What follows belongs to an exercise in optimizing a design on an open flow for a short achievable clock period and few clock cycles; a production flow would make more cautious choices.
At most, simulation tests tie the RTL to the original design; equivalence was not proved.
Power figures rest on the tool's default switching activity, not on a simulated workload.

Setup of run A:
// cpu_top
module cpu_top (
    input  logic                   clk,
    input  logic                   rst,
    output logic [8-1:0] mem_addr,
    output logic [16-1:0] mem_wdata,
    output logic                   mem_we,
    output logic                   mem_req_valid,
    input  logic                   mem_req_ready,
    input  logic [16-1:0] mem_rdata,      
    output logic                   halted
);
    logic                     rf_we;
    logic [3:0]               rf_waddr;
    logic [16-1:0]   rf_wdata;
    logic                     rf_wzero;
    logic [3:0]               rf_ra1;
    logic [3:0]               rf_ra2;
    logic [3:0]               rf_ra3;
    logic [16-1:0]   rf_rd1;
    logic [16-1:0]   rf_rd2;
    logic [16-1:0]   rf_rd3;
    logic [16-1:0] rf_zflags;
    logic [3:0]               alu_op;
    logic [7:0]               alu_imm;
    logic [16-1:0]   alu_a;
    logic [16-1:0]   alu_b;
    logic [16-1:0]   alu_res;
    logic                     alu_zero;
    logic [8-1:0]   fu_pc;
    logic [8-1:0]   fu_next_z1;
    logic [8-1:0]   fu_next_z0;
    cpu_control control_inst (
        .clk           (clk),
        .rst           (rst),
        .mem_req_ready (mem_req_ready),
        .mem_rdata     (mem_rdata),
        .mem_addr      (mem_addr),
        .mem_wdata     (mem_wdata),
        .mem_we        (mem_we),
        .mem_req_valid (mem_req_valid),
        .halted        (halted),
        .rf_we         (rf_we),
        .rf_waddr      (rf_waddr),
        .rf_wdata      (rf_wdata),
        .rf_wzero      (rf_wzero),
        .rf_ra1        (rf_ra1),
        .rf_ra2        (rf_ra2),
        .rf_ra3        (rf_ra3),
        .rf_rd1        (rf_rd1),
        .rf_rd2        (rf_rd2),
        .rf_rd3        (rf_rd3),
        .rf_zflags     (rf_zflags),
        .alu_op        (alu_op),
        .alu_imm       (alu_imm),
        .alu_a         (alu_a),
  ...
==> flow/config.mk <==
export PLATFORM = sky130hd
export DESIGN_NAME = cpu_top
export DESIGN_NICKNAME = cpu_top
export VERILOG_FILES = /design/flow/design.v
export SDC_FILE = /design/flow/constraint.sdc
export NUM_CORES = 4
export LEC_CHECK = 0
export ABC_CLOCK_PERIOD_IN_PS = 2500
export CAP_MARGIN = 20
export CORE_MARGIN = 2
export CORE_UTILIZATION = 40
export SETUP_SLACK_MARGIN = 5
export SLEW_MARGIN = 20
==> flow/constraint.sdc <==
create_clock -name core_clock -period 10.0 [get_ports {clk}]
set_input_delay 2.0000 -clock core_clock [delete_from_list [all_inputs] [get_ports {clk}]]
set_output_delay 2.0000 -clock core_clock [all_outputs]
set_load 0.01 [all_outputs]
standard.sh (not shown) runs the stock make flow with config.mk's settings and CLKGATE_MAP_FILE= SYNTH_SCRIPT=/design/flow/synth_recipe.tcl, a recipe that flattens the netlist after the stock synthesis.
==> flow/flow/run.sh <==
#!/bin/bash
# Standard layout, with timing repair aiming well below the design's period
set -euo pipefail
bash standard.sh finish SETUP_SLACK_MARGIN=${MARGIN:-7.5} > standard.log 2>&1
Run A closes out successfully: all stages finished, all timing, DRC and antenna checks passed.
Testbench counts of run A, summed over its fixed seeds: cycles 48,854.
diff inputs: run A => run B
- CORE_UTILIZATION now 30, was 40
## What came out
Comparing run A and run B, the higher switching power share of the total was measured on run A. Global-route total usage across every layer: run B vs run A down 13 points. Against run A as the reference, run B delivers a lower met2 track utilization from global routing. Cmp run A and run B / power attributed to the clock group / higher: run B. Diff run A -> run B: final RePlAce weighted congestion shows no meaningful change, proportion of power drawn by the clock network shows an increase of 2.1 points, clock period minus worst slack shows a reduction of 0.15 ns, routed via count shows a reduction of 7.7%. Compared with run A, run B shows a highest net fanout along the worst path that is 1 lower. Re area of the multi-input gates: run A and run B aren't equal, and the lower value belongs to run B.

* * *

== red ==
cpu_top, a different RTL version from the one above (not shown whole).
Size: roughly 2,400 cells after synthesis, ~46 I/O pins, roughly 22,000 um^2 of cells after synthesis.
==> flow/design.v (excerpt) <==
module cpu_top (
    input  logic                   clk,
    input  logic                   rst,
    output logic [8-1:0] mem_addr,
    output logic [16-1:0] mem_wdata,
    output logic                   mem_we,
    output logic                   mem_req_valid,
    input  logic                   mem_req_ready,
    input  logic [16-1:0] mem_rdata,      
    output logic                   halted
);
    logic                     rf_we;
    logic [3:0]               rf_waddr;
    logic [16-1:0]   rf_wdata;
    logic                     rf_wzero;
    logic [3:0]               rf_ra1;
    logic [3:0]               rf_ra2;
    logic [3:0]               rf_ra3;
    logic [16-1:0]   rf_rd1;
    logic [16-1:0]   rf_rd2;
    logic [16-1:0]   rf_rd3;
    logic [16-1:0] rf_zflags;
    logic [3:0]               alu_op;
    logic [7:0]               alu_imm;
    logic [16-1:0]   alu_res;
    logic                     alu_zero;
    logic [8-1:0]   fu_pc;
    logic                     fu_d_zero;
    logic [8-1:0]   fu_next_pc;
    cpu_control control_inst (
        .clk           (clk),
        .rst           (rst),
        .mem_req_ready (mem_req_ready),
        .mem_rdata     (mem_rdata),
        .mem_addr      (mem_addr),
        .mem_wdata     (mem_wdata),
        .mem_we        (mem_we),
        .mem_req_valid (mem_req_valid),
        .halted        (halted),
        .rf_we         (rf_we),
        .rf_waddr      (rf_waddr),
        .rf_wdata      (rf_wdata),
        .rf_wzero      (rf_wzero),
        .rf_ra1        (rf_ra1),
        .rf_ra2        (rf_ra2),
        .rf_ra3        (rf_ra3),
        .rf_rd3        (rf_rd3),
        .rf_zflags     (rf_zflags),
        .alu_op        (alu_op),
        .alu_imm       (alu_imm),
        .alu_res       (alu_res),
        .alu_zero      (alu_zero),
        .fu_pc         (fu_pc),
        .fu_d_zero     (fu_d_zero),
        .fu_next_pc    (fu_next_pc)
    );
    cpu_regfile regfile_inst (
        .clk    (clk),
        .rst    (rst),
        .we     (rf_we),
        .waddr  (rf_waddr),
        .wdata  (rf_wdata),
        .wzero  (rf_wzero),
        .ra1    (rf_ra1),
        .ra2    (rf_ra2),
        .ra3    (rf_ra3),
        .rd1    (rf_rd1),
        .rd2    (rf_rd2),
        .rd3    (rf_rd3),
        .zflags (rf_zflags)
    );
    cpu_execute execute_inst (
        .op   (alu_op),
        .imm  (alu_imm),
  ...
Settings: LEC_CHECK=0, CAP_MARGIN=20, CORE_MARGIN=2, CORE_UTILIZATION=40, SLEW_MARGIN=20; clock period 10.0 ns.
run.sh (not shown) runs the stock make flow with config.mk's settings and CLKGATE_MAP_FILE= SYNTH_SCRIPT=/design/flow/synth_recipe.tcl, a recipe that flattens the netlist after the stock synthesis.
Stock flow here: none of the scripts above is used.
Edits applied to the flow inputs when going from red to blue:
# red
export LEC_CHECK = 0
export CAP_MARGIN = 20
export CORE_MARGIN = 2
export CORE_UTILIZATION = 40
export SLEW_MARGIN = 20
create_clock -name core_clock -period 10.0 [get_ports {clk}]
# blue
export LEC_CHECK = 0
export ABC_CLOCK_PERIOD_IN_PS = 2500
export CAP_MARGIN = 20
export CORE_MARGIN = 2
export CORE_UTILIZATION = 40
export SETUP_SLACK_MARGIN = 5
export SLEW_MARGIN = 20
create_clock -name core_clock -period 10.0 [get_ports {clk}]
Findings:
Relative to red, routed length on met2 has increased by 3.8% in blue. Largest incremental delay on the critical path: blue vs red down 90 ps. blue finished every stage and its layout cleared the timing, DRC and antenna checks. Per the comparison of blue with red, non-clock buffer count up 91, fraction of area in registers down 2.6 points, number of clock buffers in the layout up 7.7%, global-route usage up 1.1 points, remaining number of nets flagged by the antenna check after routing flat. For fraction of power consumed by combinational cells, blue and red come out practically identical.
What green does differently from blue at the input level:
==> flow/flow/run.sh (new file) <==
#!/bin/bash
# Standard layout, with timing repair aiming well below the design's period
set -euo pipefail
bash standard.sh finish SETUP_SLACK_MARGIN=${MARGIN:-7.5} > standard.log 2>&1
==> flow/standard.sh (new file) <==
#!/bin/bash
# synth_recipe.tcl (not shown) runs the flow's synth.tcl, then flattens the netlist and writes it again
# the make line also repeats each setting of config.mk as NAME=value (left out here)
make -C /OpenROAD-flow-scripts/flow DESIGN_CONFIG=/design/flow/config.mk WORK_HOME=/design/flow/orfs CLKGATE_MAP_FILE= SYNTH_SCRIPT=/design/flow/synth_recipe.tcl "${@:-finish}"
removed: flow/run.sh
==> comparison <==
- Between blue and green, critical path depth is higher for green, blue comes in under that.
- Relative to blue, met3 usage in global routing has gone up in green.
- Between green and blue, the sequential cell count does not differ in any meaningful way.
Function was not checked in any run of this note: the RTL went through the layout flow alone.

==> separate check: timing with driven ports <==
The results above use ideal ports. As a check the final layouts listed here were re-extracted and re-timed, cells and wires unchanged. Step 1 assumes that a clkbuf_16 drives the clock port and a buf_2 every other input. Step 2 times the ports against the registers' clock, not the clock port: input delays grow and output delays shrink by t, the midpoint of the rising clock arrivals with the driver on. a / b / c = ideal / step 1 / step 2; a / b = the first two.
run | t (ns) | setup WS [ns] | worst slew at a driven data input, ns
run A | 0.674 | 6.122 / 6.122 / 5.517 | 0.07
run B | 0.657 | 6.270 / 6.262 / 5.604 | 0.08
red | 0.629 | 3.309 / 3.309 / 3.309 | 0.05
blue | 0.631 | 4.952 / 4.982 / 4.350 | 0.05
green | 0.643 | 5.056 / 5.056 / 5.056 | 0.15
After both steps every run listed still meets setup and hold. For run B, which loses most, drivers alone change the setup slack by -0.008 ns; drivers and shift together by -0.666 ns.
